What follows belongs to an exercise in optimizing a design on an open flow for small area and a short achievable clock period; a production flow would make more cautious choices.
At most, simulation tests tie the RTL to the original design; equivalence was not proved.
The clock input has no modelled driver; a real chip could not lean on it and would need a root buffer or a full tree.
No activity file was given, so power comes from the tool's default toggle rates.

Design video_frame_top, start of the top module:
module video_frame_top
(
   input  logic   clk,
   input  logic   arst_n,
   input  video_pkg::mode_t  mode,
   input  logic   cam_valid,
   input  logic   cam_frame_start,
   input  video_pkg::pixel_t cam_pixel,
   input  logic   copy_start,
   output logic   copy_done,
   output video_pkg::pixel_t vid_pixel,
   output logic   vid_hsync,
   output logic   vid_vsync,
   output logic   vid_blank
);
Size in the first run: ~0.056 mm^2 of cells after synthesis.
==> flow/config.mk <==
export PLATFORM = sky130hd
export DESIGN_NAME = video_frame_top
export DESIGN_NICKNAME = video_frame_top
export VERILOG_FILES = /design/flow/design.v
export SDC_FILE = /design/flow/constraint.sdc
export NUM_CORES = 4
export LEC_CHECK = 0
export CAP_MARGIN = 20
export CORE_MARGIN = 2
export CORE_UTILIZATION = 65
export PLACE_DENSITY = 0.75
export SETUP_SLACK_MARGIN = 1.75
export SLEW_MARGIN = 20
==> flow/constraint.sdc <==
create_clock -name core_clock -period 3.5 [get_ports {clk}]
set_input_delay 0.7000 -clock core_clock [delete_from_list [all_inputs] [get_ports {clk}]]
set_output_delay 0.7000 -clock core_clock [all_outputs]
set_load 0.01 [all_outputs]
standard.sh (not shown) runs the stock make flow with config.mk's settings and CLKGATE_MAP_FILE= SYNTH_SCRIPT=/design/flow/synth_recipe.tcl, a recipe that flattens the netlist after the stock synthesis.
==> flow/flow/run.sh <==
#!/bin/bash
# Standard layout with two extra steps:
#  - before CTS, a hand-built two-level clock tree (flow/pre_cts.tcl)
#    replaces TritonCTS; the rest of the CTS step (legalisation, setup and
#    hold repair) runs as usual;
#  - before detailed placement, each output port's register (and the
#    inverter after it, if any) is moved next to the port's output buffer.
set -euo pipefail
here=$(pwd)
export PRE_DETAIL_PLACE_TCL="$here/flow/out_regs.tcl"
export PRE_CTS_TCL="$here/flow/pre_cts.tcl"
bash standard.sh > "$here/standard.log" 2>&1
Other scripts of this flow, unchanged in this note and not shown: flow/flow/manual_cts.tcl, flow/flow/out_regs.tcl, flow/flow/pre_cts.tcl
Rerun with:
--- a/flow/design.v
+++ b/flow/design.v
@@ -129,15 +129,16 @@
    logic [8:0] cnt;
    logic [2:0] crow;
    logic [5:0] ck;
    logic       ld;     
    logic       last;
    logic [7:0] cdata;
    logic [3:0] bsel;
-   logic [7:0] we1;    
+   logic       wwin;   
+   logic [7:0] we1;
    assign crow = cnt[8:6];
    assign ck   = cnt[5:0];
    assign last = active && (cnt == {3'd7, 6'd58});
    always_ff @(posedge clk or negedge arst_n) begin
       if (!arst_n) begin
          active    <= 1'b0;
          cnt       <= '0;
@@ -149,55 +150,54 @@
          end else if (copy_start) begin
             active <= 1'b1;
             cnt    <= '0;
          end
          copy_done <= last;
       end
    end
+   always_comb begin
+      for (int r = 0; r < 8; r++) begin
+         we1[r] = wwin && (crow == 3'(r));
+      end
+   end
    always_ff @(posedge clk or negedge arst_n) begin
       if (!arst_n) begin
          ld   <= 1'b0;
-         we1  <= '0;
+         wwin <= 1'b0;
       end else begin
          ld <= active && (ck >= 6'd25) && (ck <= 6'd40);
-         for (int r = 0; r < 8; r++) begin
-            we1[r] <= active && (ck >= 6'd42) && (ck <= 6'd57) && (crow == 3'(r));
-         end
+         wwin <= active && (ck >= 6'd42) && (ck <= 6'd57);
       end
    end
    logic [7:0] wh_d [16];
-   logic [15:1] wh_v;
+   logic [15:0] wh_v;
    logic [15:0] wh_in;
    logic [3:0] xl, xl_n;
    logic [2:0] rl, rl_n, rlm, rlm_n;
    logic [3:0] xq;        
    logic       cmp_q, cmpw_q;
    logic [2:0] ctag_n;
-   logic [7:1] cm;        
+   logic [7:1] ctag;
    always_comb begin
       for (int j = 0; j < 16; j++) begin
          wh_in[j] = (wrw && wslot[j]) || (j == 15 && ld);
       end
    end
    assign xl_n   = wrw ? wx : xl;
    assign rl_n   = wrw ? wtag : rl;
    assign rlm_n  = wrw ? wtagm : rlm;
    assign ctag_n = wrw ? (cmpw_q ? wtag : wtagm) : (cmp_q ? rl : rlm);
    always_ff @(posedge clk or negedge arst_n) begin
       if (!arst_n) begin
          xq   <= 4'd11;
          wh_v <= '0;
-         cm   <= '0;
       end else begin
          xq <= xq + 1'b1;
-         for (int j = 1; j < 15; j++) begin
+         for (int j = 0; j < 15; j++) begin
             wh_v[j] <= (wrw && wslot[j]) || wh_v[j+1];
-         end
-         for (int r = 1; r < 8; r++) begin
-            cm[r] <= ((wrw && wslot[0]) || wh_v[1]) && (ctag_n == 3'(r));
          end
          wh_v[15] <= wrw && wslot[15];
       end
    end
    always_ff @(posedge clk) begin
       for (int j = 0; j < 16; j++) begin
          if (wh_in[j]) begin
@@ -207,58 +207,49 @@
          end
       end
       cmp_q  <= (xq <= xl_n);
       cmpw_q <= (xq <= this_addr[3:0]);
       xl  <= xl_n;
       rl  <= rl_n;
       rlm <= rlm_n;
-      bsel  <= {phc[2:0] + 3'd1, 1'b1};   
-   end
-   assign cdata = ~wh_d[bsel];
+      for (int r = 1; r < 8; r++) begin
+         ctag[r] <= (ctag_n == 3'(r));
+      end
+      bsel  <= {phc[2:0] + 3'd1, 1'b0};   
+      cdata <= wh_d[bsel];
+   end
    logic [7:0] b0 [8][16];
    logic [7:0] b1 [8][16];
    always_ff @(posedge clk) begin
       for (int j = 0; j < 16; j++) begin
          if (wr0 && wslot[j]) begin
             b0[0][j] <= (j % 2 == 1) ? ~wdat : ~wdat_n;
          end else begin
             b0[0][j] <= ~b0[0][(j + 1) % 16];
          end
       end
       for (int r = 1; r < 8; r++) begin
          for (int j = 0; j < 15; j++) begin
             b0[r][j] <= b0[r][j+1];
          end
-         b0[r][15] <= cm[r] ? wh_d[0] : b0[r][0];
+         b0[r][15] <= (wh_v[0] && ctag[r]) ? wh_d[0] : b0[r][0];
       end
       for (int r = 0; r < 8; r++) begin
          for (int j = 0; j < 15; j++) begin
             b1[r][j] <= b1[r][j+1];
          end
          b1[r][15] <= we1[r] ? cdata : b1[r][0];
       end
    end
-   logic [2:0] rsel_nx;      
-   logic       bsel1_nx;
-   logic [7:0] rs0, rs1;     
-   logic [7:0] tap;
-   assign rsel_nx  = active ? crow : (vcount[2:0] ^ 3'd4);
-   assign bsel1_nx = !active && (mode_q == video_pkg::mode_result);
-   always_comb begin
-      tap = '0;
-      for (int r = 0; r < 8; r++) begin
-         tap = tap | ({8{rs0[r]}} & b0[r][0]) | ({8{rs1[r]}} & b1[r][0]);
-      end
-   end
-   always_ff @(posedge clk) begin
-      for (int r = 0; r < 8; r++) begin
-         rs0[r] <= !bsel1_nx && (rsel_nx == 3'(r));
-         rs1[r] <= bsel1_nx && (rsel_nx == 3'(r));
-      end
-      rd_q <= tap;
+   logic [2:0] rsel;
+   logic       bsel1;
+   always_ff @(posedge clk) begin
+      rsel  <= active ? crow : (vcount[2:0] ^ 3'd4);
+      bsel1 <= !active && (mode_q == video_pkg::mode_result);
+      rd_q  <= bsel1 ? b1[rsel][0] : b0[rsel][0];
    end
    logic vid_hsync_n, vid_vsync_n, vid_blank_n;
    assign vid_hsync = ~vid_hsync_n;
    assign vid_vsync = ~vid_vsync_n;
    assign vid_blank = ~vid_blank_n;
    always_ff @(posedge clk or negedge arst_n) begin
       if (!arst_n) begin
Effect: Clock power hardly moves; wire length is lower by 10%; power goes up by 4.7%; synthesized area is about the same; hold slack degrades by 0.083 ns; sequential power climbs by about 3%; clock skew falls by 0.020 ns; global-route usage fell by 2.4 points; synthesized cell count stays flat.
No functional check of the RTL was part of the first run of this note. No run of this note takes its clock network from TritonCTS; it comes from the design's own scripts or RTL.

[static timing again, ports no longer ideal]
No port has a modelled driver above. Below, the same layouts with a new extraction and two added sets of constraints. Step 1 sets driving cells, clkbuf_16 on the clock port and buf_2 on the other inputs (assumed; they add their load-dependent delay and slew). Step 2 times the ports against the registers' clock, not the clock port: input delays grow and output delays shrink by t, the midpoint of the rising clock arrivals with the driver on. Slacks: no drivers / after step 1 / after step 2; pairs: no drivers / after step 1.
run	shift t [ns]	setup slack, ns	hold WS [ns]	latest minus earliest clock arrival (ns)	worst register clock-pin slew, ns
the first run	0.672	1.703 / 1.580 / 1.438	0.252 / 0.139 / 0.305	0.053 / 0.052	0.11 / 0.11
the second run	0.668	1.716 / 1.580 / 1.241	0.169 / 0.076 / 0.324	0.040 / 0.041	0.11 / 0.11
After both steps every run listed still meets setup and hold. For the second run, which loses most, drivers alone change the setup slack by -0.136 ns; drivers and shift together by -0.475 ns.
